Context: an optimization exercise on an open-source flow, tuned for small area. The choices shown serve that exercise and are no tape-out recipe.
Function was checked by simulation only, so behaviour that the tests miss may differ from the original.
Power figures rest on the tool's default switching activity, not on a simulated workload.

$ cat design/flow/config.mk
export PLATFORM = sky130hd
export DESIGN_NAME = trace_reg_top
export DESIGN_NICKNAME = trace_reg_top
export VERILOG_FILES = /design/flow/design.v
export SDC_FILE = /design/flow/constraint.sdc
export NUM_CORES = 4
export LEC_CHECK = 0
export CAP_MARGIN = 20
export CORE_MARGIN = 2
export CORE_UTILIZATION = 40
export SLEW_MARGIN = 20
export SYNTH_HIERARCHICAL = 1
export SYNTH_MINIMUM_KEEP_SIZE = 0
$ cat design/flow/constraint.sdc
create_clock -name core_clock -period 10.0 [get_ports {usb_clk}]
set_input_delay 2.0000 -clock core_clock [delete_from_list [all_inputs] [get_ports {usb_clk}]]
set_output_delay 2.0000 -clock core_clock [all_outputs]
set_load 0.01 [all_outputs]
$ cat design/flow/design.v
`default_nettype none
module trace_hold_reg #(
   parameter int W = 8
)(
   input  wire          usb_clk,
   input  wire          ld,
   input  wire          nld,
   input  wire [W-1:0]  d,
   output logic [W-1:0] q
);
   always_ff @(posedge usb_clk) begin
      q <= (q & {W{nld}}) | (d & {W{ld}});
   end
endmodule
`default_nettype wire
`default_nettype none
module trace_rd_aoi3 (
   input  wire [2:0] a,
   input  wire [2:0] s,
   output wire       y_n
);
   assign y_n = ~((a[0] & s[0]) | (a[1] & s[1]) | (a[2] & s[2]));
endmodule
`default_nettype wire
`default_nettype none
module trace_reg_top (
   input  wire         usb_clk,
   input  wire         reset_i,
   input  wire [7:0]   reg_address,
   input  wire [6:0]   reg_bytecnt,
   input  wire [7:0]   write_data,
   input  wire         reg_read,
   input  wire         reg_write,
   input  wire         reg_addrvalid,
   output wire [7:0]   read_data,
   output wire         selected,
   output wire [7:0]   pattern_enable,
   output wire [7:0]   pattern_trig_enable,
   output wire [2:0]   trace_width,
   output wire         capture_raw,
   output wire         record_syncs,
   output wire [511:0] trace_patterns,
   output wire [511:0] trace_masks,
   output wire         reset_sync,
   input  wire [63:0]  trace_counts,
   input  wire         synchronized
);
   wire [5:0] off  = reg_address[5:0];
   wire [2:0] lane = reg_bytecnt[2:0];
   assign selected = reg_addrvalid && (reg_address[7:6] == 2'd2);
   wire wr = selected && reg_write;
   wire rd = selected && reg_read;
   wire [7:0]  lane_oh;
   wire [63:0] off_oh;
   genvar gi;
   generate
      for (gi = 0; gi < 8; gi++) begin : g_lane
         assign lane_oh[gi] = (lane == gi);
      end
      for (gi = 0; gi < 64; gi++) begin : g_off
         assign off_oh[gi] = (off == gi);
      end
   endgenerate
   wire [7:0] pat_d  = write_data & {8{~reset_i}};
   wire [7:0] mask_d = write_data | {8{reset_i}};
   wire [1023:0] rule_q;
   wire [127:0]  rule_sel;    
   generate
      for (gi = 0; gi < 128; gi++) begin : g_byte
         wire ld;
         assign rule_sel[gi] = off_oh[16 + gi/8] & lane_oh[gi%8];
         assign ld = reset_i | (wr & rule_sel[gi]);
         trace_hold_reg #(.W(8)) i_byte (
            .usb_clk (usb_clk),
            .ld      (ld),
            .nld     (~ld),
            .d       ((gi < 64) ? pat_d : mask_d),
            .q       (rule_q[8*gi +: 8])
         );
      end
   endgenerate
   assign trace_patterns = rule_q[511:0];
   assign trace_masks    = rule_q[1023:512];
   wire [7:0] pen_q, ptrig_q;
   wire [2:0] width_q;
   wire       raw_q, syncs_q;
   wire ld_pen   = reset_i | (wr & off_oh[2]);
   wire ld_ptrig = reset_i | (wr & off_oh[3]);
   wire ld_width = reset_i | (wr & off_oh[4]);
   wire ld_raw   = reset_i | (wr & off_oh[5]);
   wire ld_syncs = reset_i | (wr & off_oh[6]);
   trace_hold_reg #(.W(8)) i_pen (
      .usb_clk (usb_clk), .ld (ld_pen), .nld (~ld_pen), .d (pat_d), .q (pen_q));
   trace_hold_reg #(.W(8)) i_ptrig (
      .usb_clk (usb_clk), .ld (ld_ptrig), .nld (~ld_ptrig), .d (pat_d), .q (ptrig_q));
   trace_hold_reg #(.W(3)) i_width (
      .usb_clk (usb_clk), .ld (ld_width), .nld (~ld_width),
      .d ({mask_d[2], pat_d[1:0]}), .q (width_q));    
   trace_hold_reg #(.W(1)) i_raw (
      .usb_clk (usb_clk), .ld (ld_raw), .nld (~ld_raw), .d (mask_d[0]), .q (raw_q));
   trace_hold_reg #(.W(1)) i_syncs (
      .usb_clk (usb_clk), .ld (ld_syncs), .nld (~ld_syncs), .d (pat_d[0]), .q (syncs_q));
   assign pattern_enable      = pen_q;
   assign pattern_trig_enable = ptrig_q;
   assign trace_width         = width_q;
   assign capture_raw         = raw_q;
   assign record_syncs        = syncs_q;
   reg rs_q, rs_qq;
   always_ff @(posedge usb_clk) begin
      if (reset_i) begin
         rs_q  <= 1'b0;
         rs_qq <= 1'b0;
      end
      else begin
         rs_q  <= wr & off_oh[7];
         rs_qq <= rs_q;
      end
   end
   assign reset_sync = rs_q & ~rs_qq;
   localparam [63:0] NAME = 64'h6563_6172_546d_7241;
   wire [7:0] name_byte  = NAME[8*lane +: 8];
   wire [7:0] count_byte = trace_counts[8*(3'd7 - lane) +: 8];
   wire [7:0] misc_byte =
        ({8{off_oh[0]}} & name_byte)
      | {7'd0, off_oh[1]}
      | ({8{off_oh[2]}} & pen_q)
      | ({8{off_oh[3]}} & ptrig_q)
      | {5'd0, {3{off_oh[4]}} & width_q}
      | {7'd0, off_oh[5] & raw_q}
      | {7'd0, off_oh[6] & syncs_q}
      | {7'd0, off_oh[8] & synchronized}
      | ({8{off_oh[9]}} & count_byte);
   wire [7:0] rd_comb;
   generate
      for (gi = 0; gi < 8; gi++) begin : g_rbit
         wire [128:0] a;
         wire [128:0] s;
         wire [42:0]  y_n;
         for (genvar b = 0; b < 128; b++) begin : g_in
            assign a[b] = rule_q[8*b + gi];
            assign s[b] = rule_sel[b];
         end
         assign a[128] = misc_byte[gi];
         assign s[128] = 1'b1;
         for (genvar k = 0; k < 43; k++) begin : g_slice
            trace_rd_aoi3 i_aoi (.a (a[3*k +: 3]), .s (s[3*k +: 3]), .y_n (y_n[k]));
         end
         assign rd_comb[gi] = rd & ~(&y_n);
      end
   endgenerate
   reg [7:0] rdata_q;
   always_ff @(posedge usb_clk) rdata_q <= rd_comb;
   assign read_data = rdata_q;
endmodule
`default_nettype wire
$ cat design/flow/run.sh
#!/bin/bash
# synth_recipe.tcl (not shown) runs the flow's synth.tcl, then flattens the netlist and writes it again
# the make line also repeats each setting of config.mk as NAME=value (left out here)
make -C /OpenROAD-flow-scripts/flow DESIGN_CONFIG=/design/flow/config.mk WORK_HOME=/design/flow/orfs CLKGATE_MAP_FILE= SYNTH_SCRIPT=/design/flow/synth_recipe.tcl finish
==> impl_metrics.py, run 1 <==
metrics = {
    "status": {
        "outcome": "timing/DRC/antenna clean",
    },
    "logic_synthesis": {
        "ys_seq_area_frac": 0.519,
        "synth-simple-area-share": 0.0482,
        "synth_area_leader_cell": "dfxtp_1",
        "synth_top_area_share": 0.519,
        "synth-xor-area-share": 0,
        "async_flop_share": 0,
        "ys_top_cells_by_area": "dfxtp_1, a22o_1, a222oi_1, buf_6, a21o_1",
        "synth_top_family_by_area": "compound AO/OA/AOI/OAI gates",
        "synth.avg_cell_area_sq_um": 11.6,
        "synth_fa_ha_area_frac": 0.00154,
        "synth_edf_count": 0,
        "synth.area.mux_share": 0.0116,
        "synth-seq-cells": 1055,
        "synth_ff_type": "dfxtp_1",
        "ys_warn_count": 10,
        "yosysUniqueCellTypes": 54,
        "synth-compound-area-share": 0.356,
        "synth_cells": 3495,
        "synthesis.area_sq_um": 40700,
    },
    "floorplanning": {
        "die_area_sq_um": 104000,
        "die_w_microns": 323,
        "start_util": 0.402,
        "core_area_sq_um": 101000,
        "dieHeight_microns": 323,
        "rows": 117,
        "io_pins": 1148,
    },
    "power_and_ir_drop": {
        "p_per_area_nw_per_um2": 204,
        "power_mw": 11.3,
        "p_leak_nw": 22.4,
        "ir_drop_mv": 0.143,
    },
    "placed_design": {
        "port_buffers": 1143,
        "place.gp.congestion": 1.02,
        "dp_hpwl_microns": 173000,
    },
    "global_route": {
        "grt_pass1_vias": 36100,
        "antenna_found_initial": 12,
        "grt-ovfl-total": 0,
        "gr-usage-all-layers": 0.422,
        "grt_pass1_wl_microns": 310000,
        "grt_start_max_net_pins": 91,
    },
    "sta": {
        "drv_slew": 0,
        "rsz0062_at_grt": "no",
        "maxSlewHeadroom": 0.0988,
        "period_needed_ns": 6.25,
        "timing.final.crit_share": 0.625,
        "finalClockSkew_ns": 0.0289,
        "timing.fmax_mhz": 160,
        "tightest_slew_ns": 1.34,
        "hold_violations": 0,
        "setup_tns_ns": 0,
        "setup-violations-final": 0,
    },
    "cts": {
        "clk_pin_slew_ns": 0.06,
        "ctsResizeCount": 0,
        "cts.htree.levels": 3,
        "postCtsSetupRepairBufs": 0,
        "numClockSinks": 1055,
        "clock_latency_ns": 0.73,
        "cts-root-buf": "clkbuf_16",
        "cts.hold.buffers_added": 0,
        "cts_tree": "built",
        "clock_path_buffers": 3,
        "cts-buffers-inserted": 110,
    },
    "setup_path": {
        "slowest_delay_ns": 1.16,
        "crit_path_top_delay_cell": "nor4_1",
        "worstPathMaxFanout": 19,
        "worst_setup_path_start_kind": "primary input",
        "worstPathRequired_ns": 10.54,
        "critPathTopFamily": "simple AND/OR/NAND/NOR gates",
        "crit_type": "in2reg",
        "crit_buf_inv": 3,
        "worstPathArrival_ns": 6.79,
        "path_cells": "clkdlybuf4s50_1 -> buf_4 -> inv_1 -> ha_1 -> nand2b_2 -> nor2_1 -> a222oi_1 -> nand4_1 -> nor4_1 -> a31oi_1",
        "end_kind": "flip-flop",
    },
    "finish": {
        "finalNetCount": 4542,
        "syn_to_final_growth_pct": 36.8,
        "drive_gt1_frac": 0.0701,
    },
    "routing": {
        "ant_nets": 0,
        "dr.first_iter.drc_count": 7995,
        "wl_per_cell_microns": 39.3,
        "avgViaCountPerCell": 6.79,
        "wirelength_microns": 232000,
        "dr.pass1.iters": 17,
        "route.detailed.drc": 0,
        "vias": 40100,
    },
    "hold_path": {
        "hold_class": "reg2reg",
    },
    "run": {
        "max-cap-violations": 0,
    },
}
## Yosys stat by module (local to each module, per instance), excerpt
module | times used | flip-flops and latches | cell area (sq um)
trace_reg_top | 1 | 10 | 5080
trace_rd_aoi3 | 344 | 0 | 10.0
## cells in the final DEF, fill, tap and decap left out, types with 43 or more instances in the layout
cell             count
dfxtp_1           1055
a222oi_1           344
a21oi_1            133
a21o_1             131
a22o_1            1046
nand4_1             80
buf_4               43
clkbuf_16          111
clkdlybuf4s50_1   1142
nor2_1             133
## final cells by class
class	instances	area, sq um
timing repair buffer	1187	11800
clock buffer	160	3280
inverter	6	22.5
clock inverter	45	598
multi-input combinational	2084	17100
fill	8920	45600
antenna	9	22.5
tap	1368	1710
sequential	1055	21100
## routing by layer
layer / vias up / share of wire / track usage
met5: - / 0.00015 / 0
met3: 643 / 0.13 / 0.137
met4: 6 / 0.066 / 0.227
met1: 19800 / 0.37 / 0.518
li1: 16400 / - / -
met2: 3219 / 0.44 / 0.657
## logic make-up after synthesis
kind of cell               count (synthesis)
DFF                                     1055
adders and majority gates                  5
AOI/OAI and AO/OA                       1689
buffers and inverters                    363
other                                      1
muxes                                     27
and+or+nand+nor                          355
## power breakdown
part	total, mW	switching (mW)	internal [mW]
sequential	5.06	0.474	4.58
combinational	1.88	0.941	0.944
clock	4.39	1.80	2.59
## sequential cells by signal, summed over array words and instances, names as in the netlist
register and flops:
g_byte.i_byte.q 1024, i_pen.q 8, i_ptrig.q 8, i_raw.q 1
i_syncs.q 1, i_width.q 3, rdata_q 8, rs_q 1
rs_qq 1
## final timing paths
| kind | cells past startpoint | end | slack (ns) | start |
|---|---|---|---|---|
| setup / recovery | 10 | rdata_q[2] | 3.75 | reg_bytecnt[1] |
| hold / removal | 1 | rs_qq | 0.47 | rs_q |
| setup reg to reg | 4 | rdata_q[2] | 7.07 | g_byte[41].i_byte.q[2] |
| hold reg to reg | 1 | rs_qq | 0.47 | rs_q |
## metrics by stage
stage | area, sq um | instances | utilization | hold slack [ns] | setup WS, ns
after global routing | 55700 | 5909 | 0.550 | 0.485 | 3.78
final | 55700 | 5914 | 0.550 | 0.474 | 3.75
after CTS | 55700 | 5905 | 0.550 | 0.472 | 4.03
after global placement | 51800 | 5700 | 0.511 | 0.439 | 3.31
after detailed placement | 51800 | 5700 | 0.511 | 0.464 | 3.27
after floorplan | 40700 | 3502 | - | 0.430 | 4.99
## cells in the mapped netlist, drive strengths merged, types with 10 or more instances
| library cell | n |
|---|---|
| dfxtp | 1055 |
| nor3 | 17 |
| mux2i | 10 |
| clkbuf | 41 |
| mux4 | 16 |
| nor4 | 17 |
| buf | 316 |
| a222oi | 344 |
| nand2 | 29 |
| a21o | 132 |
| nand3 | 14 |
| nand4 | 80 |
| nor2b | 11 |
| a21oi | 133 |
| nor2 | 155 |
| a22o | 1046 |
==> run 2: changes to the inputs <==
--- a/design/flow/design.v
+++ b/design/flow/design.v
@@ -70,13 +70,15 @@
          wire ld;
          assign rule_sel[gi] = off_oh[16 + gi/8] & lane_oh[gi%8];
          assign ld = reset_i | (wr & rule_sel[gi]);
-         trace_hold_reg #(.W(8)) i_byte (
-            .usb_clk (usb_clk),
-            .ld      (ld),
-            .nld     (~ld),
-            .d       ((gi < 64) ? pat_d : mask_d),
-            .q       (rule_q[8*gi +: 8])
-         );
+         for (genvar k = 0; k < 8; k = k + 4) begin : g_part
+            trace_hold_reg #(.W(4)) i_part (
+               .usb_clk (usb_clk),
+               .ld      (ld),
+               .nld     (~ld),
+               .d       ((gi < 64) ? pat_d[k +: 4] : mask_d[k +: 4]),
+               .q       (rule_q[8*gi + k +: 4])
+            );
+         end
       end
    endgenerate
    assign trace_patterns = rule_q[511:0];
==> design/flow/flow/run.sh (new file) <==
#!/bin/bash
# Standard ORFS layout (standard synthesis unchanged), with the port buffers made of
# the smallest buffer cell and no dummy loads in the clock tree.
# Full tool output goes to flow.log here; ORFS's own per-step logs stay under orfs/logs.
set -euo pipefail
bash standard.sh \
  "BUFFER_PORTS_ARGS=-buffer_cell sky130_fd_sc_hd__buf_1" \
  "CTS_ARGS=-sink_clustering_enable -repair_clock_nets -dont_use_dummy_load" \
  finish > flow.log 2>&1
==> design/flow/standard.sh (new file) <==
#!/bin/bash
# synth_recipe.tcl (not shown) runs the flow's synth.tcl, then flattens the netlist and writes it again
# the make line also repeats each setting of config.mk as NAME=value (left out here)
make -C /OpenROAD-flow-scripts/flow DESIGN_CONFIG=/design/flow/config.mk WORK_HOME=/design/flow/orfs CLKGATE_MAP_FILE= SYNTH_SCRIPT=/design/flow/synth_recipe.tcl "${@:-finish}"
removed: design/flow/run.sh
==> impl_metrics.py, run 2 <==
metrics = {
    "floorplanning": {
        "start_util": 0.405,
        "rows": 113,
        "die_w_microns": 315,
        "dieHeight_microns": 315,
    },
    "logic_synthesis": {
        "synth-seq-cells": 1055,
        "yosysMostFrequentCell": "dfxtp_1",
        "async_flop_share": 0,
        "synth_top_area_share": 0.547,
        "synth_area_leader_cell": "dfxtp_1",
        "synth_ff_type": "dfxtp_1",
        "ys_seq_area_frac": 0.547,
        "synthTopCellsByCount": "dfxtp_1, a22o_1, a222oi_1",
        "synthesis.area_sq_um": 38600,
        "synth_cells": 3239,
        "synth_edf_count": 0,
        "ys_warn_count": 11,
        "ys_top_cells_by_area": "dfxtp_1, a22o_1, a222oi_1, a21o_1, a21oi_1",
        "synth.avg_cell_area_sq_um": 11.9,
        "yosysUniqueCellTypes": 54,
    },
    "status": {
        "stop_error": "[ERROR PPL-0024] Number of IO pins (1148) exceeds maximum number of available positions (1136). Increase the die perimeter from 1259.04um to 1561.28um.",
        "lastStage": "I/O pin placement",
        "outcome": "stopped before the end",
    },
}
## run 2: changes by cell type after synthesis, sizes merged
| cell | delta |
|---|---|
| buf | -256 |
## run 2: modules after synthesis (local to each module, per instance), excerpt
module | cell area [sq um] | copies in the design
trace_rd_aoi3 | 10.0 | 344
trace_reg_top | 5080 | 1
## run 2: logic make-up after synthesis
family	Yosys count	share of synthesized area
simple gates	355	0.0508
mux	27	0.0122
fa+ha+maj	5	0.00162
other cells	1	0.0000971
compound gates	1689	0.375
buf+inv	107	0.0136
flops	1055	0.547
==> run 3: changes to the inputs <==
--- a/design/flow/design.v
+++ b/design/flow/design.v
@@ -20,6 +20,14 @@
    output wire       y_n
 );
    assign y_n = ~((a[0] & s[0]) | (a[1] & s[1]) | (a[2] & s[2]));
+endmodule
+`default_nettype wire
+`default_nettype none
+module trace_inv (
+   input  wire a,
+   output wire y
+);
+   assign y = ~a;
 endmodule
 `default_nettype wire
 `default_nettype none
@@ -65,16 +73,22 @@
    wire [7:0] mask_d = write_data | {8{reset_i}};
    wire [1023:0] rule_q;
    wire [127:0]  rule_sel;    
+   wire [15:0]   reg_wr;      
    generate
       for (gi = 0; gi < 128; gi++) begin : g_byte
          wire ld;
+         wire nld;
+         if (gi % 8 == 0) begin : g_reg
+            assign reg_wr[gi/8] = wr & off_oh[16 + gi/8];
+         end
          assign rule_sel[gi] = off_oh[16 + gi/8] & lane_oh[gi%8];
-         assign ld = reset_i | (wr & rule_sel[gi]);
+         assign nld = ~(reset_i | (reg_wr[gi/8] & lane_oh[gi%8]));
+         trace_inv i_ld (.a (nld), .y (ld));
          for (genvar k = 0; k < 8; k = k + 4) begin : g_part
             trace_hold_reg #(.W(4)) i_part (
                .usb_clk (usb_clk),
                .ld      (ld),
-               .nld     (~ld),
+               .nld     (nld),
                .d       ((gi < 64) ? pat_d[k +: 4] : mask_d[k +: 4]),
                .q       (rule_q[8*gi + k +: 4])
             );
--- a/design/flow/config.mk
+++ b/design/flow/config.mk
@@ -6,8 +6,8 @@
 export NUM_CORES = 4
 export LEC_CHECK = 0
 export CAP_MARGIN = 20
-export CORE_MARGIN = 2
-export CORE_UTILIZATION = 40
+export CORE_AREA = 4 4 396 396
+export DIE_AREA = 0 0 400 400
 export SLEW_MARGIN = 20
 export SYNTH_HIERARCHICAL = 1
 export SYNTH_MINIMUM_KEEP_SIZE = 0
==> impl_metrics.py, run 3 <==
metrics = {
    "status": {
        "outcome": "timing/DRC/antenna clean",
    },
    "logic_synthesis": {
        "synth_ff_type": "dfxtp_1",
        "synth-compound-area-share": 0.355,
        "async_flop_share": 0,
        "yosysMostFrequentCell": "dfxtp_1",
        "synth_top_area_share": 0.556,
        "ys_top_cells_by_area": "dfxtp_1, a22o_1, a222oi_1, a21oi_1, inv_1",
        "synth-xor-area-share": 0,
        "synth_top_family_by_area": "compound AO/OA/AOI/OAI gates",
        "synth_area_leader_cell": "dfxtp_1",
        "yosysUniqueCellTypes": 55,
        "synth_fa_ha_area_frac": 0.00165,
        "synth_cells": 3193,
        "synthesis.area_sq_um": 38000,
        "synth_edf_count": 0,
        "synth.area.mux_share": 0.0127,
        "synthTopCellsByCount": "dfxtp_1, a22o_1, a222oi_1",
        "synth.avg_cell_area_sq_um": 11.9,
        "synth-simple-area-share": 0.0508,
        "ys_warn_count": 11,
        "ys_seq_area_frac": 0.556,
        "synth-seq-cells": 1055,
    },
    "global_route": {
        "grt-ovfl-total": 0,
        "gr-usage-all-layers": 0.271,
        "grt_pass1_wl_microns": 307000,
        "grt_start_max_net_pins": 58,
        "grt_pass1_vias": 35500,
        "antenna_found_initial": 20,
    },
    "setup_path": {
        "end_kind": "flip-flop",
        "worstRegToRegCells": 4,
        "crit_type": "in2reg",
        "worstPathArrival_ns": 6.91,
        "worst-r2r-setup-slack_ns": 6.79,
        "reg2reg_from": "g_byte[44].g_part[0].i_part.q[1]",
        "worst_setup_path_start_kind": "primary input",
        "worstPathMaxFanout": 32,
        "worstPathRequired_ns": 10.50,
        "reg2reg_to": "rdata_q[1]",
    },
    "sta": {
        "setup-violations-final": 0,
        "drv_slew": 0,
        "finalClockSkew_ns": 0.0782,
        "tightest_slew_ns": 1.33,
        "period_needed_ns": 6.41,
        "hold_violations": 0,
        "rsz0062_at_grt": "no",
        "timing.final.crit_share": 0.641,
        "maxSlewHeadroom": 0.113,
        "setup_tns_ns": 0,
        "timing.fmax_mhz": 156,
    },
    "power_and_ir_drop": {
        "ir_drop_mv": 0.137,
        "power_mw": 9.95,
        "p_per_area_nw_per_um2": 208,
        "p_leak_nw": 18.8,
    },
    "finish": {
        "syn_to_final_growth_pct": 26.2,
        "n_fill_cell": 15800,
        "stdcell_area_sq_um": 48000,
        "final_util": 0.315,
        "final_cell_mix": "buf_1, dfxtp_1, a22o_1",
        "finalNetCount": 4552,
        "drive_gt1_frac": 0.0609,
        "largest_reg_flops": 1024,
        "top_register": "g_byte.g_part.i_part.q",
        "mostFrequentLayoutCell": "buf_1",
    },
    "floorplanning": {
        "dieHeight_microns": 400,
        "core_area_sq_um": 152000,
        "io_pins": 1148,
        "die_w_microns": 400,
        "rows": 143,
        "start_util": 0.250,
        "die_area_sq_um": 160000,
    },
    "cts": {
        "ctsResizeCount": 0,
        "cts.hold.buffers_added": 0,
        "cts_tree": "built",
        "clock_path_buffers": 3,
        "cts-root-buf": "clkbuf_16",
        "clk_pin_slew_ns": 0.05,
        "cts-buffers-inserted": 111,
        "cts.htree.levels": 3,
        "numClockSinks": 1055,
        "postCtsSetupRepairBufs": 0,
        "clock_latency_ns": 0.74,
    },
    "hold_path": {
        "hp-start": "rs_q",
        "hold_end": "rs_qq",
        "hold_class": "reg2reg",
        "hold_depth": 1,
    },
    "routing": {
        "dr.first_iter.drc_count": 6929,
        "wirelength_microns": 233000,
        "vias": 39500,
        "wl_per_cell_microns": 35.9,
        "avgViaCountPerCell": 6.08,
        "route.detailed.drc": 0,
        "ant_nets": 0,
        "dr.pass1.iters": 14,
    },
    "run": {
        "max-cap-violations": 0,
    },
    "placed_design": {
        "dp_hpwl_microns": 175000,
        "place.gp.congestion": 1.03,
        "dpl_cell_area_sq_um": 45200,
        "port_buffers": 1143,
    },
}
[run 3: metrics by stage]
stage          setup WS [ns]  instances  hold slack (ns)
4_1_cts                 4.06       6481            0.457
2_1_floorplan           5.03       3200            0.430
5_1_grt                 3.83       6482            0.473
6_report                3.59       6487            0.459
3_3_place_gp            3.32       6370            0.441
3_5_place_dp            3.29       6370            0.448
[run 3: metal layers]
layer / share of wire / vias to the layer above / global-route usage
met3: 0.12 / 631 / 0.0898
met4: 0.060 / 6 / 0.124
met1: 0.38 / 19600 / 0.336
met2: 0.44 / 3156 / 0.426
li1: - / 16000 / -
met5: 0.00015 / - / 0
[run 3: area by class of cell]
cell class / count / area [sq um] / share of cell area
clock buffer: 111 / 2780 / 0.0579
inverter: 138 / 518 / 0.0108
antenna: 5 / 12.5 / 0.000261
sequential: 1055 / 21100 / 0.440
timing repair buffer: 1205 / 4760 / 0.0993
tap: 2030 / 2540 / 0.0530
multi-input combinational: 1943 / 16200 / 0.338
[run 3: Yosys stat by module, one instance, submodules excluded, excerpt]
module         times used  flip-flops and latches  cell area, sq um
trace_rd_aoi3         344                       0              10.0
trace_inv             128                       0              3.75
trace_reg_top           1                      10              3970
[run 3: how the worst max path moves through the flow]
stage	from	to	cells past startpoint
final	reg_bytecnt[2]	rdata_q[1]	9
after global routing	reg_bytecnt[2]	rdata_q[1]	9
after CTS	reg_bytecnt[2]	rdata_q[1]	9
after detailed placement	reg_bytecnt[2]	rdata_q[1]	9
after global placement	reg_bytecnt[2]	rdata_q[1]	9
after floorplan	reset_i	i_syncs.q	4
[run 3: cells by family after synthesis]
logic type | Yosys count
AOI/OAI and AO/OA | 1557
adders and majority gates | 5
buffers and inverters | 202
DFF | 1055
muxes | 25
other | 1
and+or+nand+nor | 348
[run 3: power by group]
| part | switching, mW | leakage (nW) | internal (mW) |
|---|---|---|---|
| combinational | 0.910 | 8.64 | 0.464 |
| clock | 1.61 | 1.37 | 1.93 |
| sequential | 0.456 | 8.83 | 4.59 |
| total | 2.98 | 18.8 | 6.98 |
[run 3: critical path, cell delays in order]
cell and delay (ns):
clkbuf_2 0.66, inv_1 0.34, nand2_2 0.47, buf_4 0.52, nor2_1 0.26, a222oi_1 0.89
nand4_1 0.52, nor4_2 1.02, a31oi_1 0.17
==> run 4: changes to the inputs <==
==> design/flow/flow/run.sh (replaced) <==
#!/bin/bash
# Standard ORFS layout (standard synthesis unchanged), with the port buffers made of
# the smallest buffer cell, and a clock tree with larger sink clusters and no dummy loads.
# Full tool output goes to flow.log here; ORFS's own per-step logs stay under orfs/logs.
set -euo pipefail
bash standard.sh \
  "BUFFER_PORTS_ARGS=-buffer_cell sky130_fd_sc_hd__buf_1" \
  "CTS_ARGS=-sink_clustering_enable -repair_clock_nets -dont_use_dummy_load -sink_clustering_size 25 -sink_clustering_max_diameter 80" \
  finish > flow.log 2>&1
==> impl_metrics.py, run 4 <==
metrics = {
    "setup_path": {
        "end_kind": "flip-flop",
        "worstPathMaxFanout": 32,
        "worst_setup_path_start_kind": "primary input",
        "slowest_delay_ns": 0.99,
        "worstPathArrival_ns": 6.69,
        "crit_path_top_delay_cell": "a222oi_1",
        "crit_buf_inv": 3,
        "critPathTopFamily": "simple AND/OR/NAND/NOR gates",
        "crit_type": "in2reg",
        "path_cells": "clkbuf_2 -> inv_1 -> nand2_2 -> buf_4 -> nor2_1 -> a222oi_1 -> nand4_1 -> nor4_2 -> a31oi_1",
        "worstPathRequired_ns": 10.48,
    },
    "sta": {
        "setup_tns_ns": 0,
        "finalClockSkew_ns": 0.0861,
        "setup-violations-final": 0,
        "period_needed_ns": 6.21,
        "maxSlewHeadroom": 0.158,
        "timing.fmax_mhz": 161,
        "rsz0062_at_grt": "no",
        "hold_violations": 0,
        "timing.final.crit_share": 0.621,
        "tightest_slew_ns": 1.26,
        "timing.final.ws_setup_ns": 3.79,
        "drv_slew": 0,
    },
    "cts": {
        "cts.hold.buffers_added": 0,
        "cts-root-buf": "clkbuf_16",
        "clock_latency_ns": 0.68,
        "clk_pin_slew_ns": 0.10,
        "cts-buffers-inserted": 66,
        "numClockSinks": 1055,
        "ctsResizeCount": 0,
        "cts.htree.levels": 3,
        "clock_path_buffers": 3,
        "postCtsSetupRepairBufs": 0,
        "cts_tree": "built",
    },
    "routing": {
        "wl_met1_microns": 85700,
        "route.met3.wl_microns": 29600,
        "dr.first_iter.drc_count": 6682,
        "wl_met2_microns": 102000,
        "vias": 39400,
        "route.detailed.drc": 0,
        "avgViaCountPerCell": 6.11,
        "wl_per_cell_microns": 36.0,
        "wirelength_microns": 232000,
        "dr.pass1.iters": 14,
        "highest_layer": "met5",
        "ant_nets": 0,
    },
    "power_and_ir_drop": {
        "p_leak_nw": 18.3,
        "power_frac_comb": 0.152,
        "p_per_area_nw_per_um2": 193,
        "power.share.sequential": 0.558,
        "switching_share": 0.311,
        "p_sw_mw": 2.81,
        "internal_power_mw": 6.22,
        "ir_drop_mv": 0.135,
        "clkPwrFrac": 0.290,
    },
    "placed_design": {
        "dp_hpwl_microns": 175000,
        "port_buffers": 1143,
        "dpl_cell_area_sq_um": 45200,
        "place.gp.congestion": 1.03,
        "pre_cts_slack_ns": 3.29,
    },
    "global_route": {
        "grt_start_max_net_pins": 58,
        "grt_pass1_vias": 35100,
        "grt-ovfl-total": 0,
        "antenna_found_initial": 20,
        "gr-usage-all-layers": 0.270,
        "grt_pass1_wl_microns": 305000,
    },
    "hold_path": {
        "hold_class": "reg2reg",
    },
    "run": {
        "max-cap-violations": 0,
    },
    "logic_synthesis": {
        "synthesis.area_sq_um": 38000,
        "synth_edf_count": 0,
        "synth_top_area_share": 0.556,
        "synth-seq-cells": 1055,
        "yosysMostFrequentCell": "dfxtp_1",
        "ys_warn_count": 11,
        "yosysUniqueCellTypes": 55,
        "ys_top_cells_by_area": "dfxtp_1, a22o_1, a222oi_1, a21oi_1, inv_1",
        "async_flop_share": 0,
        "synth_ff_type": "dfxtp_1",
        "synth.avg_cell_area_sq_um": 11.9,
        "synth_area_leader_cell": "dfxtp_1",
        "synthTopCellsByCount": "dfxtp_1, a22o_1, a222oi_1",
        "ys_seq_area_frac": 0.556,
        "synth_cells": 3193,
    },
    "finish": {
        "mostFrequentLayoutCell": "buf_1",
        "finalNetCount": 4507,
        "drive_gt1_frac": 0.0513,
        "stdcell_area_sq_um": 46800,
        "largest_reg_flops": 1024,
        "syn_to_final_growth_pct": 23.3,
        "top_register": "g_byte.g_part.i_part.q",
        "final_cell_mix": "buf_1, dfxtp_1, a22o_1",
    },
    "floorplanning": {
        "rows": 143,
        "die_area_sq_um": 160000,
        "core_area_sq_um": 152000,
        "start_util": 0.250,
        "die_w_microns": 400,
        "dieHeight_microns": 400,
        "io_pins": 1148,
    },
    "status": {
        "outcome": "timing/DRC/antenna clean",
    },
}
run 4: cells by family after synthesis:
kind of cell | Yosys count | synth area share
compound gates | 1557 | 0.355
fa+ha+maj | 5 | 0.00165
buf+inv | 202 | 0.0233
flops | 1055 | 0.556
mux | 25 | 0.0127
other cells | 1 | 0.0000987
simple gates | 348 | 0.0508
run 4: final cells by class:
type / instances / area, sq um
clock buffer: 66 / 1650
fill: 15900 / 105000
tap: 2030 / 2540
multi-input combinational: 1943 / 16200
sequential: 1055 / 21100
antenna: 10 / 25.0
timing repair buffer: 1205 / 4760
inverter: 138 / 518
run 4: through the flow:
| stage | utilization | hold WS (ns) | instances | power [mW] |
|---|---|---|---|---|
| after CTS | 0.307 | 0.483 | 6436 | 9.02 |
| after floorplan | - | 0.430 | 3200 | 5.63 |
| after global routing | 0.308 | 0.502 | 6437 | 9.28 |
| after global placement | 0.297 | 0.441 | 6370 | 6.44 |
| final | 0.308 | 0.484 | 6447 | 9.03 |
| after detailed placement | 0.297 | 0.448 | 6370 | 6.46 |
run 4: routing by layer:
layer,vias up,GRT usage
li1,15900,-
met1,19600,0.331
met2,3196,0.420
met3,633,0.0923
met4,6,0.135
met5,-,0
run 4: path summary, 6_finish.rpt:
check | from | endpoint | slack, ns | depth (start not counted)
setup / recovery | reg_bytecnt[2] | rdata_q[5] | 3.79 | 9
setup reg to reg | g_byte[30].g_part[0].i_part.q[1] | rdata_q[1] | 7.07 | 4
hold / removal | rs_q | rs_qq | 0.48 | 1
hold reg to reg | rs_q | rs_qq | 0.48 | 1
run 4: per-module statistics from Yosys, one instance, submodules excluded, excerpt:
module | cells | area [sq um] | flip-flops and latches
trace_inv | 1 | 3.75 | 0
trace_reg_top | 627 | 3970 | 10
trace_rd_aoi3 | 1 | 10.0 | 0
run 4: power by group through the flow:
stage,Sequential (mW),Clock [mW],Combinational (mW)
after global routing,5.05,2.78,1.45
after floorplan,5.10,0,0.531
after CTS,5.01,2.65,1.36
after detailed placement,5.10,0,1.36
after global placement,5.10,0,1.35
final,5.04,2.62,1.37
run 4: worst reg2reg max path, stage by stage, from the launching register on:
cell	delay (ns)
dfxtp_1	0.34
a222oi_1	0.95
nand4_1	0.34
nor4_2	0.99
a31oi_1	0.17
==> run 5: changes to the inputs <==
--- a/design/flow/design.v
+++ b/design/flow/design.v
@@ -105,10 +105,14 @@
    wire ld_width = reset_i | (wr & off_oh[4]);
    wire ld_raw   = reset_i | (wr & off_oh[5]);
    wire ld_syncs = reset_i | (wr & off_oh[6]);
-   trace_hold_reg #(.W(8)) i_pen (
-      .usb_clk (usb_clk), .ld (ld_pen), .nld (~ld_pen), .d (pat_d), .q (pen_q));
-   trace_hold_reg #(.W(8)) i_ptrig (
-      .usb_clk (usb_clk), .ld (ld_ptrig), .nld (~ld_ptrig), .d (pat_d), .q (ptrig_q));
+   trace_hold_reg #(.W(4)) i_pen_lo (
+      .usb_clk (usb_clk), .ld (ld_pen), .nld (~ld_pen), .d (pat_d[3:0]), .q (pen_q[3:0]));
+   trace_hold_reg #(.W(4)) i_pen_hi (
+      .usb_clk (usb_clk), .ld (ld_pen), .nld (~ld_pen), .d (pat_d[7:4]), .q (pen_q[7:4]));
+   trace_hold_reg #(.W(4)) i_ptrig_lo (
+      .usb_clk (usb_clk), .ld (ld_ptrig), .nld (~ld_ptrig), .d (pat_d[3:0]), .q (ptrig_q[3:0]));
+   trace_hold_reg #(.W(4)) i_ptrig_hi (
+      .usb_clk (usb_clk), .ld (ld_ptrig), .nld (~ld_ptrig), .d (pat_d[7:4]), .q (ptrig_q[7:4]));
    trace_hold_reg #(.W(3)) i_width (
       .usb_clk (usb_clk), .ld (ld_width), .nld (~ld_width),
       .d ({mask_d[2], pat_d[1:0]}), .q (width_q));    
@@ -157,7 +161,7 @@
             assign s[b] = rule_sel[b];
          end
          assign a[128] = misc_byte[gi];
-         assign s[128] = 1'b1;
+         assign s[128] = rd;    
          for (genvar k = 0; k < 43; k++) begin : g_slice
             trace_rd_aoi3 i_aoi (.a (a[3*k +: 3]), .s (s[3*k +: 3]), .y_n (y_n[k]));
          end
==> design/flow/flow/run.sh (replaced) <==
#!/bin/bash
# Standard ORFS layout (standard synthesis unchanged), with:
#  - port buffers made of the smallest buffer cell (every port still gets one),
#  - combinational cells set to their smallest drive strength before placement
#    (flow/downsize.tcl; placement's repair_design sizes up what needs it),
#  - a clock tree with larger sink clusters and no dummy loads.
# Full tool output goes to flow.log here; ORFS's own per-step logs stay under orfs/logs.
set -euo pipefail
bash standard.sh \
  "BUFFER_PORTS_ARGS=-buffer_cell sky130_fd_sc_hd__buf_1" \
  "PRE_GLOBAL_PLACE_TCL=$PWD/flow/downsize.tcl" \
  "CTS_ARGS=-sink_clustering_enable -repair_clock_nets -dont_use_dummy_load -sink_clustering_size 25 -sink_clustering_max_diameter 100" \
  finish > flow.log 2>&1
==> design/flow/flow/downsize.tcl (new file) <==
# Before global placement: put every combinational cell in the smallest-area cell of its
# family (same function, other drive strength). Registers, buffers and tie cells are left
# alone. Placement's repair_design then sizes up whatever needs it.
set n_swapped 0
set area_before [rsz::design_area]
foreach inst [get_cells *] {
  set master [get_property $inst ref_name]
  if {![regexp {^(sky130_fd_sc_hd__[a-z0-9]+)_([0-9]+)$} $master -> family strength]} { continue }
  if {[regexp {__(df|edf|sdf|dl|buf|clkbuf|conb|tap|fill|decap|clkdly|dlygate|diode)} $master]} { continue }
  set best $master
  set best_area [get_property [get_lib_cells */$master] area]
  foreach lc [get_lib_cells */${family}_*] {
    set name [get_property $lc name]
    if {![regexp "^${family}_\[0-9\]+\$" $name]} { continue }
    if {[get_property $lc dont_use]} { continue }
    set a [get_property $lc area]
    if {$a < $best_area} { set best $name; set best_area $a }
  }
  if {$best ne $master} {
    replace_cell $inst [get_lib_cells */$best]
    incr n_swapped
  }
}
puts "downsize: swapped $n_swapped cells, area [expr $area_before*1e12] -> [expr [rsz::design_area]*1e12]"
==> impl_metrics.py, run 5 <==
metrics = {
    "logic_synthesis": {
        "synth-compound-area-share": 0.358,
        "yosysUniqueCellTypes": 48,
        "synth_fa_ha_area_frac": 0.00166,
        "synth-seq-cells": 1055,
        "synthTopCellsByCount": "dfxtp_1, a22o_1, a222oi_1",
        "synth.avg_cell_area_sq_um": 11.8,
        "ys_seq_area_frac": 0.560,
        "synth_top_area_share": 0.560,
        "ys_warn_count": 10,
        "synth_edf_count": 0,
        "async_flop_share": 0,
        "synth_cells": 3188,
        "synth-simple-area-share": 0.0476,
        "synth-xor-area-share": 0,
        "synth_area_leader_cell": "dfxtp_1",
        "synthesis.area_sq_um": 37700,
        "synth_ff_type": "dfxtp_1",
        "yosysMostFrequentCell": "dfxtp_1",
        "synth_top_family_by_area": "compound AO/OA/AOI/OAI gates",
        "synth.area.mux_share": 0.0117,
        "ys_top_cells_by_area": "dfxtp_1, a22o_1, a222oi_1, a21oi_1, inv_1",
    },
    "hold_path": {
        "hold_class": "reg2reg",
        "hp-start": "rs_q",
    },
    "global_route": {
        "grt-ovfl-total": 0,
        "antenna_found_initial": 24,
        "gr-usage-all-layers": 0.279,
        "grt_start_max_net_pins": 60,
        "grt_pass1_wl_microns": 313000,
        "grt_pass1_vias": 35000,
    },
    "finish": {
        "top_register": "g_byte.g_part.i_part.q",
        "mostFrequentLayoutCell": "buf_1",
        "final_util": 0.303,
        "final_cell_mix": "buf_1, dfxtp_1, a22o_1",
        "syn_to_final_growth_pct": 22.5,
        "finalNetCount": 4481,
        "reg_top3": "g_byte.g_part.i_part.q: 1024 flops, rdata_q: 8 flops",
        "largest_reg_flops": 1024,
        "drive_gt1_frac": 0.0406,
    },
    "setup_path": {
        "slowest_delay_ns": 0.84,
        "crit_buf_inv": 4,
        "crit_type": "in2reg",
        "reg2reg_from": "g_byte[29].g_part[4].i_part.q[3]",
        "end_kind": "flip-flop",
        "worstPathArrival_ns": 6.42,
        "worst_setup_path_start_kind": "primary input",
        "path_cells": "clkbuf_2 -> inv_1 -> ha_1 -> nand2_2 -> buf_4 -> nor2_1 -> a222oi_1 -> nand4_1 -> nor4_1 -> buf_4 -> a31oi_1",
        "worstPathRequired_ns": 10.49,
        "crit_path_frequent_cell": "buf_4",
        "crit_path_top_delay_cell": "nor4_1",
        "critPathTopFamily": "simple AND/OR/NAND/NOR gates",
        "worstPathMaxFanout": 19,
        "cp-startpoint": "reg_bytecnt[0]",
    },
    "sta": {
        "holdWs_ns": 0.473,
        "tightest_slew_ns": 1.12,
        "timing.final.crit_share": 0.592,
        "finalClockSkew_ns": 0.0538,
        "timing.fmax_mhz": 169,
        "drv_slew": 0,
        "maxSlewHeadroom": 0.252,
        "hold_violations": 0,
        "setup-violations-final": 0,
        "period_needed_ns": 5.92,
        "rsz0062_at_grt": "no",
        "setup_tns_ns": 0,
    },
    "routing": {
        "avgViaCountPerCell": 6.13,
        "wirelength_microns": 241000,
        "vias": 39400,
        "dr.first_iter.drc_count": 7348,
        "wl_per_cell_microns": 37.5,
        "highest_layer": "met5",
        "ant_nets": 0,
        "route.detailed.drc": 0,
        "wl_met2_microns": 106000,
        "route.met3.wl_microns": 29800,
        "wl_met1_microns": 88700,
        "dr.pass1.iters": 17,
    },
    "floorplanning": {
        "core_area_sq_um": 152000,
        "rows": 143,
        "die_area_sq_um": 160000,
        "start_util": 0.248,
        "io_pins": 1148,
        "die_w_microns": 400,
        "dieHeight_microns": 400,
    },
    "placed_design": {
        "dp_hpwl_microns": 180000,
        "place.gp.congestion": 0.990,
        "port_buffers": 1143,
    },
    "power_and_ir_drop": {
        "p_leak_nw": 17.9,
        "ir_drop_mv": 0.135,
        "p_per_area_nw_per_um2": 190,
        "power_mw": 8.78,
    },
    "status": {
        "outcome": "timing/DRC/antenna clean",
    },
    "cts": {
        "cts-root-buf": "clkbuf_16",
        "numClockSinks": 1055,
        "postCtsSetupRepairBufs": 0,
        "cts_tree": "built",
        "cts-buffers-inserted": 52,
        "clock_latency_ns": 0.66,
        "clk_pin_slew_ns": 0.08,
        "clock_path_buffers": 3,
        "ctsResizeCount": 0,
        "cts.hold.buffers_added": 0,
        "cts.htree.levels": 2,
    },
    "run": {
        "max-cap-violations": 0,
    },
}
-- run 5: cell families after synthesis --
group                      Yosys count
DFF                               1055
buffers and inverters              202
AOI/OAI and AO/OA                 1557
and+or+nand+nor                    345
muxes                               24
adders and majority gates            5
-- run 5: Yosys stat by module (local to each module, per instance), excerpt --
module | cells | cell area [sq um]
trace_inv | 1 | 3.75
trace_rd_aoi3 | 1 | 10.0
trace_reg_top | 626 | 3700
-- run 5: path summary, 6_finish.rpt --
| path | endpoint | slack [ns] | depth (start not counted) |
|---|---|---|---|
| setup reg to reg | rdata_q[7] | 7.29 | 5 |
| hold / removal | rs_qq | 0.47 | 1 |
| setup / recovery | rdata_q[7] | 4.08 | 11 |
| hold reg to reg | rs_qq | 0.47 | 1 |
-- run 5: stage by stage --
step	instance area, sq um	std cells	worst slack, ns
floorplan	37700	3188	5.03
global placement	44800	6357	3.27
detailed placement	44800	6359	3.43
CTS	46100	6411	4.15
global route	46200	6415	4.03
finish	46200	6423	4.08
-- run 5: layout make-up --
class                           instances  area (sq um)
Antenna cell                           12          30.0
Tap cell                             2030          2540
Inverter                              140           526
Sequential cell                      1055         21100
Fill cell                           16000        106000
Multi-Input combinational cell       1931         15900
Clock buffer                           52          1300
Timing Repair Buffer                 1203          4740
-- run 5: power by group --
group          internal, mW  switching, mW  total, mW
sequential             4.58          0.457       5.04
clock                 0.927           1.41       2.33
combinational         0.463          0.946       1.41
-- run 5: routing by layer --
| layer | up-vias | GRT usage |
|---|---|---|
| met5 | - | 0.00369 |
| li1 | 15900 | - |
| met3 | 670 | 0.0949 |
| met2 | 3185 | 0.434 |
| met4 | 8 | 0.146 |
| met1 | 19600 | 0.341 |
==> run 6: changes to the inputs <==
==> design/flow/flow/run.sh (replaced) <==
#!/bin/bash
# Standard ORFS layout (standard synthesis unchanged), with:
#  - IO pins allowed on every routing track, so a smaller die still holds all 1148 ports,
#  - port buffers made of the smallest buffer cell (every port still gets one),
#  - combinational cells set to their smallest drive strength before placement
#    (flow/downsize.tcl; placement's repair_design sizes up what needs it),
#  - a clock tree with larger sink clusters and no dummy loads.
# Full tool output goes to flow.log here; ORFS's own per-step logs stay under orfs/logs.
set -euo pipefail
bash standard.sh \
  "PLACE_PINS_ARGS=-min_distance 1 -min_distance_in_tracks" \
  "BUFFER_PORTS_ARGS=-buffer_cell sky130_fd_sc_hd__buf_1" \
  "PRE_GLOBAL_PLACE_TCL=$PWD/flow/downsize.tcl" \
  "CTS_ARGS=-sink_clustering_enable -repair_clock_nets -dont_use_dummy_load -sink_clustering_size 25 -sink_clustering_max_diameter 100" \
  finish > flow.log 2>&1
--- a/design/flow/config.mk
+++ b/design/flow/config.mk
@@ -6,8 +6,8 @@
 export NUM_CORES = 4
 export LEC_CHECK = 0
 export CAP_MARGIN = 20
-export CORE_AREA = 4 4 396 396
-export DIE_AREA = 0 0 400 400
+export CORE_AREA = 4 4 296 296
+export DIE_AREA = 0 0 300 300
 export SLEW_MARGIN = 20
 export SYNTH_HIERARCHICAL = 1
 export SYNTH_MINIMUM_KEEP_SIZE = 0
==> impl_metrics.py, run 6 <==
metrics = {
    "status": {
        "outcome": "timing/DRC/antenna clean",
    },
    "floorplanning": {
        "start_util": 0.448,
        "dieHeight_microns": 300,
        "rows": 106,
        "io_pins": 1148,
        "die_w_microns": 300,
        "die_area_sq_um": 90000,
        "core_area_sq_um": 84100,
    },
    "sta": {
        "setup-violations-final": 0,
        "setup_tns_ns": 0,
        "hold_violations": 0,
        "timing.final.crit_share": 0.635,
        "rsz0062_at_grt": "no",
        "maxSlewHeadroom": 0.128,
        "timing.fmax_mhz": 157,
        "period_needed_ns": 6.35,
        "tightest_slew_ns": 1.30,
        "drv_slew": 0,
        "finalClockSkew_ns": 0.0386,
    },
    "global_route": {
        "gr-usage-all-layers": 0.404,
        "grt-ovfl-total": 0,
        "grt_pass1_vias": 33700,
        "antenna_found_initial": 13,
        "grt_pass1_wl_microns": 266000,
        "grt_start_max_net_pins": 67,
    },
    "setup_path": {
        "worstPathMaxFanout": 19,
        "worstPathArrival_ns": 6.83,
        "worstPathRequired_ns": 10.48,
        "worst-r2r-setup-slack_ns": 6.87,
        "crit_path_top_delay_cell": "nor4_1",
        "slowest_delay_ns": 1.11,
        "reg2reg_to": "rdata_q[5]",
        "crit_type": "in2reg",
        "worstRegToRegCells": 4,
        "end_kind": "flip-flop",
        "path_cells": "clkbuf_2 -> inv_1 -> ha_1 -> nand2_1 -> nor2_1 -> a222oi_1 -> nand4_1 -> nor4_1 -> a31oi_1",
        "worst_setup_path_start_kind": "primary input",
        "reg2reg_from": "g_byte[108].g_part[4].i_part.q[1]",
    },
    "logic_synthesis": {
        "ys_warn_count": 10,
        "synthTopCellsByCount": "dfxtp_1, a22o_1, a222oi_1",
        "async_flop_share": 0,
        "synth-seq-cells": 1055,
        "synth_ff_type": "dfxtp_1",
        "ys_seq_area_frac": 0.560,
        "synth_cells": 3188,
        "synth_top_area_share": 0.560,
        "ys_top_cells_by_area": "dfxtp_1, a22o_1, a222oi_1, a21oi_1, inv_1",
        "synth_edf_count": 0,
        "yosysUniqueCellTypes": 48,
        "synth_area_leader_cell": "dfxtp_1",
        "yosysMostFrequentCell": "dfxtp_1",
        "synthesis.area_sq_um": 37700,
        "synth.avg_cell_area_sq_um": 11.8,
    },
    "finish": {
        "reg_top3": "g_byte.g_part.i_part.q: 1024 flops, rdata_q: 8 flops",
        "finalNetCount": 4450,
        "seq_area_sq_um": 21100,
        "fin_cells": 5497,
        "syn_to_final_growth_pct": 18.5,
        "final_cell_mix": "buf_1, dfxtp_1, a22o_1",
        "multiInputGateArea_sq_um": 15800,
        "n_fill_cell": 7833,
        "mostFrequentLayoutCell": "buf_1",
        "largest_reg_flops": 1024,
        "top_register": "g_byte.g_part.i_part.q",
        "final_util": 0.532,
        "drive_gt1_frac": 0.0290,
    },
    "power_and_ir_drop": {
        "clkPwrFrac": 0.258,
        "switching_share": 0.312,
        "ir_drop_mv": 0.136,
        "p_sw_mw": 2.68,
        "power_frac_comb": 0.161,
        "power.share.sequential": 0.581,
        "internal_power_mw": 5.90,
        "p_leak_nw": 17.8,
        "p_per_area_nw_per_um2": 192,
    },
    "placed_design": {
        "dpl.cell_count": 5435,
        "dp_hpwl_microns": 139000,
        "place.gp.congestion": 1.06,
        "port_buffers": 1143,
    },
    "routing": {
        "wl_met2_microns": 79400,
        "wirelength_microns": 196000,
        "vias": 38400,
        "route.met3.wl_microns": 27100,
        "route.detailed.drc": 0,
        "wl_met1_microns": 72600,
        "avgViaCountPerCell": 6.98,
        "highest_layer": "met5",
        "dr.first_iter.drc_count": 7054,
        "ant_nets": 0,
        "wl_per_cell_microns": 35.7,
        "dr.pass1.iters": 17,
    },
    "hold_path": {
        "hold_depth": 1,
        "hp-start": "rs_q",
        "hold_end": "rs_qq",
        "hold_class": "reg2reg",
    },
    "cts": {
        "postCtsSetupRepairBufs": 0,
        "clk_pin_slew_ns": 0.10,
        "cts.hold.buffers_added": 0,
        "cts.htree.levels": 2,
        "cts_tree": "built",
        "cts-buffers-inserted": 48,
        "numClockSinks": 1055,
        "ctsResizeCount": 0,
        "cts-root-buf": "clkbuf_16",
        "clock_latency_ns": 0.65,
        "clock_path_buffers": 3,
    },
    "run": {
        "max-cap-violations": 0,
    },
}
run 6: cell types whose count changed in the layout (fill, tap and decap cells not counted), moves of 2 or more:
| cell | delta |
|---|---|
| nand2_1 | +7 |
| clkbuf_16 | -4 |
| buf_2 | -2 |
| nor4bb_2 | -2 |
| nor4bb_1 | +2 |
| nand2_2 | -7 |
| and2_1 | +2 |
| buf_4 | -26 |
| and2_2 | -2 |
| nor4_2 | -7 |
| nor4_1 | +7 |
run 6: per-module statistics from Yosys (local to each module, per instance), a selection:
module	copies in the design	cells	flops+latches	cell area, sq um
trace_inv	128	1	0	3.75
trace_rd_aoi3	344	1	0	10.0
trace_reg_top	1	626	10	3700
run 6: how the worst max path moves through the flow:
stage                     depth (start not counted)  slack [ns]    endpoint           start
after floorplan                                   4        5.03   i_syncs.q         reset_i
after global placement                           10        3.58  rdata_q[2]  reg_bytecnt[0]
after detailed placement                         10        3.52  rdata_q[2]  reg_bytecnt[0]
after CTS                                        10        4.23  rdata_q[2]  reg_bytecnt[0]
after global routing                              9        3.74  rdata_q[5]  reg_bytecnt[0]
final                                             9        3.65  rdata_q[5]  reg_bytecnt[0]
run 6: cell families (layout without fill, tap and decap cells):
family | Yosys count | after routing | share of synthesized area
other | 0 | 13 | 0
adders and majority gates | 5 | 5 | 0.00166
muxes | 24 | 24 | 0.0117
DFF | 1055 | 1055 | 0.560
and+or+nand+nor | 345 | 345 | 0.0476
AOI/OAI and AO/OA | 1557 | 1557 | 0.358
buffers and inverters | 202 | 1364 | 0.0206
run 6: layout make-up:
type | instances | area share
clock buffer | 48 | 0.0269
inverter | 140 | 0.0118
multi-input combinational | 1931 | 0.354
antenna | 13 | 0.000728
tap | 1134 | 0.0317
timing repair buffer | 1176 | 0.102
sequential | 1055 | 0.473
run 6: routing by layer:
| layer | up-vias | GRT usage |
|---|---|---|
| met5 | - | 0.00433 |
| met4 | 2 | 0.276 |
| met3 | 673 | 0.153 |
| met2 | 3154 | 0.573 |
| met1 | 18700 | 0.509 |
| li1 | 15800 | - |
run 6: power groups by stage:
stage / combinational, mW / sequential (mW) / clock, mW
2_1_floorplan: 0.523 / 5.10 / 0
3_3_place_gp: 1.31 / 5.05 / 0
3_5_place_dp: 1.32 / 5.05 / 0
4_1_cts: 1.32 / 4.96 / 2.22
5_1_grt: 1.42 / 5.01 / 2.37
6_report: 1.39 / 4.98 / 2.21
run 6: worst max-delay path: cells and delay by family:
kind	cells	cell delay (ns)
adders and majority gates	1	0.35
buffers and inverters	2	0.85
and+or+nand+nor	4	2.49
AOI/OAI and AO/OA	2	1.10
run 6: metrics by stage:
stage | power (mW) | hold slack, ns | instance area [sq um] | worst slack [ns]
floorplan | 5.62 | 0.430 | 37700 | 5.03
global placement | 6.36 | 0.463 | 43400 | 3.58
detailed placement | 6.37 | 0.456 | 43400 | 3.52
CTS | 8.49 | 0.482 | 44600 | 4.23
global route | 8.80 | 0.490 | 44700 | 3.74
finish | 8.58 | 0.475 | 44700 | 3.65
==> run 7: changes to the inputs <==
--- a/design/flow/design.v
+++ b/design/flow/design.v
@@ -74,6 +74,10 @@
    wire [1023:0] rule_q;
    wire [127:0]  rule_sel;    
    wire [15:0]   reg_wr;      
+   wire [15:0]   reg_ld;      
+   wire [7:0]    lane_ld;     
+   assign reg_ld  = reg_wr | {16{reset_i}};
+   assign lane_ld = lane_oh | {8{reset_i}};
    generate
       for (gi = 0; gi < 128; gi++) begin : g_byte
          wire ld;
@@ -82,7 +86,7 @@
             assign reg_wr[gi/8] = wr & off_oh[16 + gi/8];
          end
          assign rule_sel[gi] = off_oh[16 + gi/8] & lane_oh[gi%8];
-         assign nld = ~(reset_i | (reg_wr[gi/8] & lane_oh[gi%8]));
+         assign nld = ~(reg_ld[gi/8] & lane_ld[gi%8]);
          trace_inv i_ld (.a (nld), .y (ld));
          for (genvar k = 0; k < 8; k = k + 4) begin : g_part
             trace_hold_reg #(.W(4)) i_part (
@@ -139,30 +143,39 @@
    assign reset_sync = rs_q & ~rs_qq;
    localparam [63:0] NAME = 64'h6563_6172_546d_7241;
    wire [7:0] name_byte  = NAME[8*lane +: 8];
-   wire [7:0] count_byte = trace_counts[8*(3'd7 - lane) +: 8];
    wire [7:0] misc_byte =
-        ({8{off_oh[0]}} & name_byte)
-      | {7'd0, off_oh[1]}
+        {7'd0, off_oh[1]}
       | ({8{off_oh[2]}} & pen_q)
       | ({8{off_oh[3]}} & ptrig_q)
       | {5'd0, {3{off_oh[4]}} & width_q}
       | {7'd0, off_oh[5] & raw_q}
       | {7'd0, off_oh[6] & syncs_q}
-      | {7'd0, off_oh[8] & synchronized}
-      | ({8{off_oh[9]}} & count_byte);
+      | {7'd0, off_oh[8] & synchronized};
+   wire [7:0] count_sel;
+   generate
+      for (gi = 0; gi < 8; gi++) begin : g_csel
+         assign count_sel[gi] = off_oh[9] & lane_oh[gi];
+      end
+   endgenerate
    wire [7:0] rd_comb;
    generate
       for (gi = 0; gi < 8; gi++) begin : g_rbit
-         wire [128:0] a;
-         wire [128:0] s;
-         wire [42:0]  y_n;
+         wire [137:0] a;
+         wire [137:0] s;
+         wire [45:0]  y_n;
          for (genvar b = 0; b < 128; b++) begin : g_in
             assign a[b] = rule_q[8*b + gi];
             assign s[b] = rule_sel[b];
          end
-         assign a[128] = misc_byte[gi];
-         assign s[128] = rd;    
-         for (genvar k = 0; k < 43; k++) begin : g_slice
+         for (genvar l = 0; l < 8; l++) begin : g_cnt
+            assign a[128 + l] = trace_counts[8*(7 - l) + gi];
+            assign s[128 + l] = count_sel[l];
+         end
+         assign a[136] = name_byte[gi];
+         assign s[136] = off_oh[0];
+         assign a[137] = misc_byte[gi];
+         assign s[137] = rd;    
+         for (genvar k = 0; k < 46; k++) begin : g_slice
             trace_rd_aoi3 i_aoi (.a (a[3*k +: 3]), .s (s[3*k +: 3]), .y_n (y_n[k]));
          end
          assign rd_comb[gi] = rd & ~(&y_n);
==> impl_metrics.py, run 7 <==
metrics = {
    "logic_synthesis": {
        "synth.avg_cell_area_sq_um": 11.8,
        "yosysMostFrequentCell": "dfxtp_1",
        "synth_cells": 3168,
        "ys_top_cells_by_area": "dfxtp_1, a22o_1, a222oi_1, nand2_1, nand4_1",
        "ys_warn_count": 10,
        "synth_edf_count": 0,
        "synth_area_leader_cell": "dfxtp_1",
        "ys_seq_area_frac": 0.565,
        "synthTopCellsByCount": "dfxtp_1, a22o_1, a222oi_1",
        "async_flop_share": 0,
        "synthesis.area_sq_um": 37300,
        "synth_ff_type": "dfxtp_1",
        "synth-seq-cells": 1055,
        "synth_top_area_share": 0.565,
        "yosysUniqueCellTypes": 41,
    },
    "setup_path": {
        "crit_type": "in2reg",
        "crit_path_top_delay_cell": "nor4_1",
        "worstPathRequired_ns": 10.49,
        "worstPathMaxFanout": 14,
        "slowest_delay_ns": 1.12,
        "reg2reg_from": "i_pen_lo.q[0]",
        "path_depth": 8,
        "crit_end": "rdata_q[0]",
        "cp-startpoint": "reg_bytecnt[2]",
        "critPathTopFamily": "simple AND/OR/NAND/NOR gates",
        "crit_buf_inv": 2,
        "end_kind": "flip-flop",
        "worst-r2r-setup-slack_ns": 7.29,
        "worst_setup_path_start_kind": "primary input",
        "worstRegToRegCells": 7,
        "path_cells": "buf_1 -> nand2b_2 -> buf_4 -> nor2_1 -> a222oi_1 -> nand4_1 -> nor4_1 -> a31oi_1",
        "reg2reg_to": "rdata_q[0]",
        "worstPathArrival_ns": 5.97,
    },
    "sta": {
        "finalClockSkew_ns": 0.0708,
        "holdWs_ns": 0.476,
        "maxSlewHeadroom": 0.128,
        "setup_tns_ns": 0,
        "setup-violations-final": 0,
        "rsz0062_at_grt": "no",
        "period_needed_ns": 5.48,
        "timing.final.ws_setup_ns": 4.52,
        "timing.fmax_mhz": 182,
        "hold_violations": 0,
        "timing.final.crit_share": 0.548,
        "drv_slew": 0,
        "tightest_slew_ns": 1.30,
    },
    "power_and_ir_drop": {
        "power.share.sequential": 0.570,
        "p_per_area_nw_per_um2": 212,
        "p_leak_nw": 17.6,
        "power_mw": 9.44,
        "internal_power_mw": 6.27,
        "p_sw_mw": 3.17,
        "switching_share": 0.336,
        "power_frac_comb": 0.196,
        "clkPwrFrac": 0.234,
        "ir_drop_mv": 0.114,
    },
    "global_route": {
        "met1_usage": 0.534,
        "grt_start_max_net_pins": 66,
        "grt.busiest_layer": "met2",
        "grt_pass1_vias": 33900,
        "antenna_found_initial": 27,
        "grt_pass1_wl_microns": 270000,
        "grt-ovfl-total": 0,
        "use_met3": 0.152,
        "gr-usage-all-layers": 0.412,
        "grtUsageMet2": 0.585,
    },
    "cts": {
        "cts-buffers-inserted": 48,
        "clock_path_buffers": 3,
        "clock_latency_ns": 0.65,
        "numClockSinks": 1055,
        "postCtsSetupRepairBufs": 0,
        "cts_tree": "built",
        "cts-root-buf": "clkbuf_16",
        "cts.htree.levels": 2,
        "clk_pin_slew_ns": 0.10,
        "ctsResizeCount": 0,
        "cts.hold.buffers_added": 0,
    },
    "status": {
        "outcome": "timing/DRC/antenna clean",
    },
    "run": {
        "max-cap-violations": 0,
    },
    "finish": {
        "mostFrequentLayoutCell": "buf_1",
        "fin_cells": 5495,
        "top_register": "g_byte.g_part.i_part.q",
        "reg_top3": "g_byte.g_part.i_part.q: 1024 flops, rdata_q: 8 flops",
        "syn_to_final_growth_pct": 19.0,
        "final_cell_mix": "buf_1, dfxtp_1, a22o_1",
        "stdcell_area_sq_um": 44400,
        "finalNetCount": 4436,
        "final_util": 0.528,
        "drive_gt1_frac": 0.0314,
        "largest_reg_flops": 1024,
    },
    "placed_design": {
        "pre_cts_slack_ns": 4.14,
        "dpl.cell_count": 5421,
        "port_buffers": 1143,
        "place.gp.congestion": 1.02,
        "dpl_cell_area_sq_um": 43100,
        "dp_hpwl_microns": 144000,
    },
    "routing": {
        "wirelength_microns": 200000,
        "ant_nets": 0,
        "wl_per_cell_microns": 36.4,
        "dr.pass1.iters": 14,
        "route.detailed.drc": 0,
        "avgViaCountPerCell": 7.01,
        "dr.first_iter.drc_count": 6634,
        "vias": 38500,
    },
    "floorplanning": {
        "start_util": 0.444,
        "io_pins": 1148,
        "core_area_sq_um": 84100,
        "dieHeight_microns": 300,
        "die_area_sq_um": 90000,
        "die_w_microns": 300,
        "rows": 106,
    },
    "hold_path": {
        "hold_depth": 1,
        "hold_class": "reg2reg",
        "hp-start": "rs_q",
    },
}
==> run 7: layer usage <==
metal  up-vias  routed length, microns
met5         -                     250
met4        14                   14500
met3       604                   28400
met2      3137                   81300
met1     19000                   75700
li1      15800                       -
==> run 7: cell type report <==
| class | instances | area, sq um |
|---|---|---|
| flip-flops and latches | 1055 | 21100 |
| repair buffers | 1170 | 4510 |
| inverters | 135 | 507 |
| fillers | 8006 | 39700 |
| multi-input cells | 1928 | 15600 |
| well taps | 1134 | 1420 |
| diodes | 25 | 62.6 |
| clock buffers | 48 | 1200 |
==> run 7: cell families after synthesis <==
logic type,count (synthesis),synth area share
and+or+nand+nor,463,0.0594
DFF,1055,0.565
buffers and inverters,185,0.0201
adders and majority gates,5,0.00168
other,2,0.000201
AOI/OAI and AO/OA,1457,0.353
muxes,1,0.000301
==> run 7: worst register-to-register path, delay by kind of cell (launching register included) <==
kind / cells / cell delay [ns]
AOI/OAI and AO/OA: 4 / 1.15
DFF: 1 / 0.35
muxes: 1 / 0.28
and+or+nand+nor: 2 / 0.80
==> run 7: per-module statistics from Yosys, one instance, submodules excluded, a selection <==
module	times used	flip-flops and latches
trace_inv	128	0
trace_rd_aoi3	368	0
trace_reg_top	1	10
==> run 7: power groups by stage <==
stage	sequential [mW]	clock, mW	combinational [mW]
floorplan	5.47	0	0.686
global placement	5.44	0	1.75
detailed placement	5.43	0	1.77
global route	5.41	2.36	1.90
finish	5.39	2.21	1.85
CTS	5.34	2.22	1.77
==> run 7: how the worst min path moves through the flow <==
stage,to
detailed placement,rs_qq
finish,rs_qq
CTS,rs_qq
global route,rs_qq
global placement,rs_qq
floorplan,rs_qq

-- re-timing with driven ports --
Ports are ideal in the flow. The routed layouts listed here were re-timed in OpenROAD.
Step 1 (the two cells are an assumption about what drives the block):
set clk [get_ports {usb_clk}]
set_driving_cell -lib_cell sky130_fd_sc_hd__clkbuf_16 $clk
set_driving_cell -lib_cell sky130_fd_sc_hd__buf_2 [delete_from_list [all_inputs] $clk]
Step 2 adds t to the input delays and takes it off the output delays; t is the mean of the earliest and latest rising clock arrival at the registers after step 1. Input paths then give back, and output paths get back, about the clock's delay inside the block.
Three values: ideal ports, drivers, drivers and shift; two values: the first two.
run	shift t [ns]	slack for setup (ns)	latest minus earliest clock arrival (ns)	worst data-port slew with drivers (ns)
run 1	0.793	3.754 / 3.724 / 2.931	0.036 / 0.036	0.20
run 3	0.770	3.586 / 3.637 / 2.866	0.093 / 0.093	0.22
run 4	0.711	3.794 / 3.846 / 3.135	0.094 / 0.094	0.17
run 5	0.725	4.077 / 4.125 / 3.401	0.091 / 0.091	0.17
run 6	0.708	3.647 / 3.687 / 2.980	0.051 / 0.051	0.15
run 7	0.684	4.517 / 4.454 / 3.770	0.075 / 0.074	0.23
After both steps setup and hold are still met in every run listed. The setup slack of run 1, which loses most, moves by -0.030 ns with the drivers and by -0.823 ns with both steps.
